What follows belongs to an exercise in optimizing a design on an open flow for small area; a production flow would make more cautious choices.
The RTL was checked by simulation tests, not by an equivalence proof against the original design.
Power and IR drop assume default switching activity.

==> 01-09: inputs <==
==> flow/design.v <==
package sample_ram_pkg;
    typedef enum logic {
        CLEAR,
        READY
    } state_t;
    localparam int MaxDataWidth = 256;
    function automatic integer lane_count(input integer data_width, input integer byte_width);
        lane_count = data_width / byte_width;
    endfunction
    function automatic logic [MaxDataWidth-1:0] build_mask(
        input logic [MaxDataWidth-1:0] byte_enable,
        input int                      byte_width
    );
        logic [MaxDataWidth-1:0] mask;
        mask = '0;
        for (int i = 0; i < MaxDataWidth; i++) begin
            mask[i] = byte_enable[i / byte_width];
        end
        build_mask = mask;
    endfunction
endpackage
module sample_ram_clear_ctrl
#(
    parameter int Depth    = 256,
    parameter int IdxWidth = 8
) (
    input  logic                i_CLK,
    input  logic                i_NRESET,
    output logic                o_Busy,
    output logic                o_ClearWe,
    output logic [IdxWidth-1:0] o_ClearIndex
);
    sample_ram_pkg::state_t              state;
    logic [IdxWidth-1:0] count;
    always_ff @(posedge i_CLK) begin
        if (!i_NRESET) begin
            state <= sample_ram_pkg::CLEAR;
            count <= '0;
        end else if (state == sample_ram_pkg::CLEAR) begin
            if (count == IdxWidth'(Depth - 1)) begin
                state <= sample_ram_pkg::READY;
            end else begin
                count <= count + 1'b1;
            end
        end
    end
    assign o_Busy       = (state == sample_ram_pkg::CLEAR);
    assign o_ClearWe    = o_Busy && i_NRESET;
    assign o_ClearIndex = count;
endmodule
module sample_ram_lanenext #(
    parameter int Width = 8
) (
    input  logic [Width-1:0] i_Q,
    input  logic [Width-1:0] i_WE,
    input  logic [Width-1:0] i_D,
    input  logic [Width-1:0] i_HOLD,
    output logic [Width-1:0] o_Y
);
    assign o_Y = ~((i_Q | i_WE) & (i_D | i_HOLD));
endmodule
module sample_ram_aoi3 #(
    parameter int Width = 16
) (
    input  logic [Width-1:0] i_S0,
    input  logic [Width-1:0] i_B0,
    input  logic [Width-1:0] i_S1,
    input  logic [Width-1:0] i_B1,
    input  logic [Width-1:0] i_S2,
    input  logic [Width-1:0] i_B2,
    output logic [Width-1:0] o_Y
);
    assign o_Y = ~((i_S0 & i_B0) | (i_S1 & i_B1) | (i_S2 & i_B2));
endmodule
module sample_ram_and2 (
    input  logic i_A,
    input  logic i_B,
    output logic o_Y
);
    assign o_Y = i_A & i_B;
endmodule
module sample_ram
#(
    parameter int DataWidth    = 16,
    parameter int ByteWidth    = 8,
    parameter int AddressWidth = 8,
    parameter int Depth        = 256
) (
    input  logic                                        i_CLK,
    input  logic                                        i_NRESET,
    input  logic                                        i_ENABLE,
    input  logic                                        i_WE,
    input  logic [AddressWidth-1:0]                     i_WriteAddress,
    input  logic [DataWidth-1:0]                        i_WriteData,
    input  logic [sample_ram_pkg::lane_count(DataWidth, ByteWidth)-1:0] i_ByteEnable,
    input  logic                                        i_RE,
    input  logic [AddressWidth-1:0]                     i_ReadAddress,
    output logic [DataWidth-1:0]                        o_ReadData,
    output logic                                        o_ReadValid,
    output logic                                        o_Busy
);
    localparam int IdxWidth = (Depth > 1) ? $clog2(Depth) : 1;
    localparam int Lanes    = sample_ram_pkg::lane_count(DataWidth, ByteWidth);
    localparam int LoBits   = IdxWidth / 2;
    localparam int HiBits   = IdxWidth - LoBits;
    localparam int LoCount  = 1 << LoBits;
    localparam int HiCount  = 1 << HiBits;
    logic [Depth*DataWidth-1:0] mem;
    logic [Depth*DataWidth-1:0] mem_next;
    logic                 phase;
    logic                ready;
    logic                clear_we;
    logic [IdxWidth-1:0] clear_idx;
    sample_ram_pkg::state_t state;
    logic [IdxWidth-1:0]    count;
    always_ff @(posedge i_CLK) begin
        if (!i_NRESET) begin
            state <= sample_ram_pkg::CLEAR;
            count <= '0;
        end else if (state == sample_ram_pkg::CLEAR) begin
            if (count == IdxWidth'(Depth - 1)) begin
                state <= sample_ram_pkg::READY;
            end else begin
                count <= count + 1'b1;
            end
        end
    end
    assign o_Busy    = (state == sample_ram_pkg::CLEAR);
    assign clear_we  = o_Busy && i_NRESET;
    assign clear_idx = count;
    assign ready     = !o_Busy;
    always_ff @(posedge i_CLK) begin
        if (!i_NRESET) begin
            phase <= 1'b0;
        end else begin
            phase <= !phase;
        end
    end
    logic                 wr_in_range;
    logic                 rd_in_range;
    logic                 wr_accept;
    logic                 rd_accept;
    logic [DataWidth-1:0] rd_mem;
    logic [DataWidth-1:0] rd_word;
    logic                 port_we;
    logic [IdxWidth-1:0]  port_idx;
    logic [Lanes-1:0]     port_lanes;
    logic [DataWidth-1:0] port_data;
    logic [DataWidth-1:0] port_data_x;
    always_comb begin
        wr_in_range = 32'(i_WriteAddress) < Depth;
        rd_in_range = 32'(i_ReadAddress) < Depth;
        wr_accept   = i_NRESET && ready && i_ENABLE && i_WE && wr_in_range;
        rd_accept   = ready && i_ENABLE && i_RE;
        port_we     = clear_we || wr_accept;
        port_idx    = clear_we ? clear_idx : i_WriteAddress[IdxWidth-1:0];
        port_lanes  = clear_we ? {Lanes{1'b1}} : i_ByteEnable;
        port_data   = clear_we ? '0 : i_WriteData;
        port_data_x = port_data ^ {DataWidth{phase}};
    end
    logic [HiCount-1:0] wr_hi [0:Lanes-1];
    logic [LoCount-1:0] wr_lo;
    always_comb begin
        for (int l = 0; l < Lanes; l++) begin
            for (int i = 0; i < HiCount; i++) begin
                wr_hi[l][i] = port_we && port_lanes[l] && (port_idx[IdxWidth-1:LoBits] == HiBits'(i));
            end
        end
        for (int i = 0; i < LoCount; i++) begin
            wr_lo[i] = (port_idx[LoBits-1:0] == LoBits'(i));
        end
    end
    for (genvar w = 0; w < Depth; w++) begin : g_word
        for (genvar l = 0; l < Lanes; l++) begin : g_lane
            localparam int Base = w * DataWidth + l * ByteWidth;
            logic lane_we;
            logic lane_hold;
            assign lane_we   = wr_hi[l][w / LoCount] && wr_lo[w % LoCount];
            assign lane_hold = !lane_we;
            sample_ram_lanenext #(
                .Width (ByteWidth)
            ) u_next (
                .i_Q    (mem[Base +: ByteWidth]),
                .i_WE   ({ByteWidth{lane_we}}),
                .i_D    (port_data_x[l*ByteWidth +: ByteWidth]),
                .i_HOLD ({ByteWidth{lane_hold}}),
                .o_Y    (mem_next[Base +: ByteWidth])
            );
        end
    end
    always_ff @(posedge i_CLK) begin
        mem <= mem_next;
    end
    logic [LoCount-1:0] rd_lo;
    logic [HiCount-1:0] rd_hi;
    logic [Depth-1:0]   rd_sel;
    always_comb begin
        for (int i = 0; i < LoCount; i++) begin
            rd_lo[i] = (i_ReadAddress[LoBits-1:0] == LoBits'(i));
        end
        for (int i = 0; i < HiCount; i++) begin
            rd_hi[i] = rd_in_range && (i_ReadAddress[IdxWidth-1:LoBits] == HiBits'(i));
        end
    end
    for (genvar w = 0; w < Depth; w++) begin : g_rsel
        sample_ram_and2 u_sel (
            .i_A (rd_hi[w / LoCount]),
            .i_B (rd_lo[w % LoCount]),
            .o_Y (rd_sel[w])
        );
    end
    localparam int Full   = Depth / 3;
    localparam int Rest   = Depth % 3;
    localparam int Leaves = Full + (Rest != 0 ? 1 : 0);
    logic [DataWidth-1:0] leaf_n [0:Leaves-1];
    for (genvar k = 0; k < Full; k++) begin : g_leaf
        sample_ram_aoi3 #(
            .Width (DataWidth)
        ) u_aoi (
            .i_S0 ({DataWidth{rd_sel[3*k]}}),   .i_B0 (mem_next[(3*k)*DataWidth +: DataWidth]),
            .i_S1 ({DataWidth{rd_sel[3*k+1]}}), .i_B1 (mem_next[(3*k+1)*DataWidth +: DataWidth]),
            .i_S2 ({DataWidth{rd_sel[3*k+2]}}), .i_B2 (mem_next[(3*k+2)*DataWidth +: DataWidth]),
            .o_Y  (leaf_n[k])
        );
    end
    if (Rest == 1) begin : g_rest1
        assign leaf_n[Full] = ~({DataWidth{rd_sel[3*Full]}} & mem_next[(3*Full)*DataWidth +: DataWidth]);
    end else if (Rest == 2) begin : g_rest2
        assign leaf_n[Full] = ~(({DataWidth{rd_sel[3*Full]}}   & mem_next[(3*Full)*DataWidth +: DataWidth]) |
                                ({DataWidth{rd_sel[3*Full+1]}} & mem_next[(3*Full+1)*DataWidth +: DataWidth]));
    end
    always_comb begin
        logic [DataWidth-1:0] all_n;
        all_n = '1;
        for (int k = 0; k < Leaves; k++) begin
            all_n = all_n & leaf_n[k];
        end
        rd_mem = ~all_n ^ {DataWidth{!phase}};
    end
    assign rd_word = rd_mem;
    always_ff @(posedge i_CLK) begin
        if (!i_NRESET) begin
            o_ReadData  <= '0;
            o_ReadValid <= 1'b0;
        end else begin
            o_ReadValid <= rd_accept;
            if (rd_accept) begin
                o_ReadData <= rd_word;
            end
        end
    end
endmodule
==> flow/flow/run.sh <==
#!/bin/bash
# Own layout flow: the standard ORFS flow (standard synthesis, floorplan, placement, routing)
# with one change in clock tree synthesis: larger sink clusters driven by strong clock buffers,
# and no dummy loads (they only balance the tree and add area).
# Each run's full output is in flow_make.log here; ORFS's per-step logs are under orfs/logs/.
set -euo pipefail
CTS="-sink_clustering_enable -repair_clock_nets -sink_clustering_size 30 -sink_clustering_max_diameter 60 -buf_list {sky130_fd_sc_hd__clkbuf_8 sky130_fd_sc_hd__clkbuf_16} -dont_use_dummy_load"
bash standard.sh "CTS_ARGS=$CTS" finish > flow_make.log 2>&1
==> flow/standard.sh <==
#!/bin/bash
# synth_recipe.tcl (not shown) runs the flow's synth.tcl, then flattens the netlist and writes it again
# the make line also repeats each setting of config.mk as NAME=value (left out here)
make -C /OpenROAD-flow-scripts/flow DESIGN_CONFIG=/design/flow/config.mk WORK_HOME=/design/flow/orfs CLKGATE_MAP_FILE= SYNTH_SCRIPT=/design/flow/synth_recipe.tcl "${@:-finish}"
==> flow/config.mk <==
export PLATFORM = sky130hd
export DESIGN_NAME = sample_ram
export DESIGN_NICKNAME = sample_ram
export VERILOG_FILES = /design/flow/design.v
export SDC_FILE = /design/flow/constraint.sdc
export NUM_CORES = 4
export LEC_CHECK = 0
export CAP_MARGIN = 20
export CELL_PAD_IN_SITES_DETAIL_PLACEMENT = 1
export CELL_PAD_IN_SITES_GLOBAL_PLACEMENT = 1
export CORE_MARGIN = 2
export CORE_UTILIZATION = 40
export PLACE_DENSITY = 0.5
export SLEW_MARGIN = 20
export SYNTH_HIERARCHICAL = 1
export SYNTH_MEMORY_MAX_BITS = 8192
==> flow/constraint.sdc <==
create_clock -name core_clock -period 10.0 [get_ports {i_CLK}]
set_input_delay 2.0000 -clock core_clock [delete_from_list [all_inputs] [get_ports {i_CLK}]]
set_output_delay 2.0000 -clock core_clock [all_outputs]
set_load 0.01 [all_outputs]
==> 09-28 (differences from 01-09) <==
Settings changed: CELL_PAD_IN_SITES_DETAIL_PLACEMENT 1 to unset, CELL_PAD_IN_SITES_GLOBAL_PLACEMENT 1 to unset, CORE_UTILIZATION 40 to 55, PLACE_DENSITY 0.5 to unset.
==> summary of the runs <==
Register-to-register slack: 09-28 is worse than 01-09 (0.54 ns). Against 01-09, the global-route usage of 09-28 is higher by 7.2 points. In 01-09 the combinational power is larger than in 09-28, by about 5%. Between 01-09 and 09-28, the lower first-iteration DRC count is in 01-09 (gap about 26%, measured against 09-28). Via count: 01-09 is higher than 09-28 (0.63%). In synthesized cell count, 09-28 and 01-09 do not differ. Between 01-09 and 09-28, the lower die area is in 09-28 (gap about 37%, measured against 09-28). In 09-28 the maximum frequency is lower than in 01-09, by 4.7%. Synthesized area is the same in 01-09 and 09-28. Sequential cell count is the same in 09-28 and 01-09. Sequential share of layout area: 09-28 is higher than 01-09 (1.9 points).
==> figures <==
item                                                            09-28           01-09
Result of the run                                      finished clean  finished clean
Clock Network Area Fraction                                     3.54%           5.42%
Maximum fanout along the worst path                                31              14
Clk. pwr                                                      8.87 mW         11.7 mW
Routed wl met2                                                 242 mm          300 mm
Critical path endpoint                                  o_ReadData[0]   o_ReadData[2]
Global-route wire length before repair                         823 mm          943 mm
Met2 routing resource usage after global routing                64.0%           58.6%
Clock latency (worst-skew pair)                               0.94 ns         0.99 ns
Deepest clock path buffer count                                     3               4
Post-layout worst setup margin                               0.549 ns        0.996 ns
Share of total power in sequential cells                        59.6%           54.3%
Clock period minus final worst setup slack                    9.45 ns         9.00 ns
Antenna fix cells                                                 110             112
Global routing usage summed across all routing layers           45.4%           38.2%
Placed inst area                                            0.141 mm2       0.143 mm2
Clock network fraction of design power                          29.7%           35.6%
Total Power Consumption                                       29.8 mW         32.8 mW
Data buffer area share                                          2.44%           2.73%
Beginning of the worst hold path                            mem[2093]           phase
Met3 WL                                                       80.9 mm         64.2 mm
Total number of H-tree levels                                       4               5
Switch Pwr                                                    7.73 mW         8.55 mW

-- separate check: timing with driven ports --
Ports are ideal in the flow. The routed layouts listed here were re-timed in OpenROAD. Step 1: set_driving_cell puts a clkbuf_16 on i_CLK and a buf_2 on each other input, an assumption about the parent block. Step 2, shift: input delay + t, output delay - t, t = (earliest + latest rising clock arrival at the registers) / 2. This alone moves slack from input paths to output paths. Three values: ideal ports, drivers, drivers and shift; two values: the first two.
| run | shift t [ns] | setup WS [ns] | hold WS [ns] | worst setup path at the end | pins driven straight from the clock port |
|---|---|---|---|---|---|
| 01-09 | 1.056 | 0.996 / 1.066 / 0.010 | 0.396 / 0.396 / 0.396 | input to register | 1 |
| 09-28 | 0.986 | 0.549 / 0.620 / -0.366 | 0.439 / 0.439 / 0.439 | input to register | 1 |
Met with ideal ports but missed after step 2: setup timing in 09-28. The setup slack of 01-09, which loses most, moves by +0.070 ns with the drivers and by -0.986 ns with both steps.
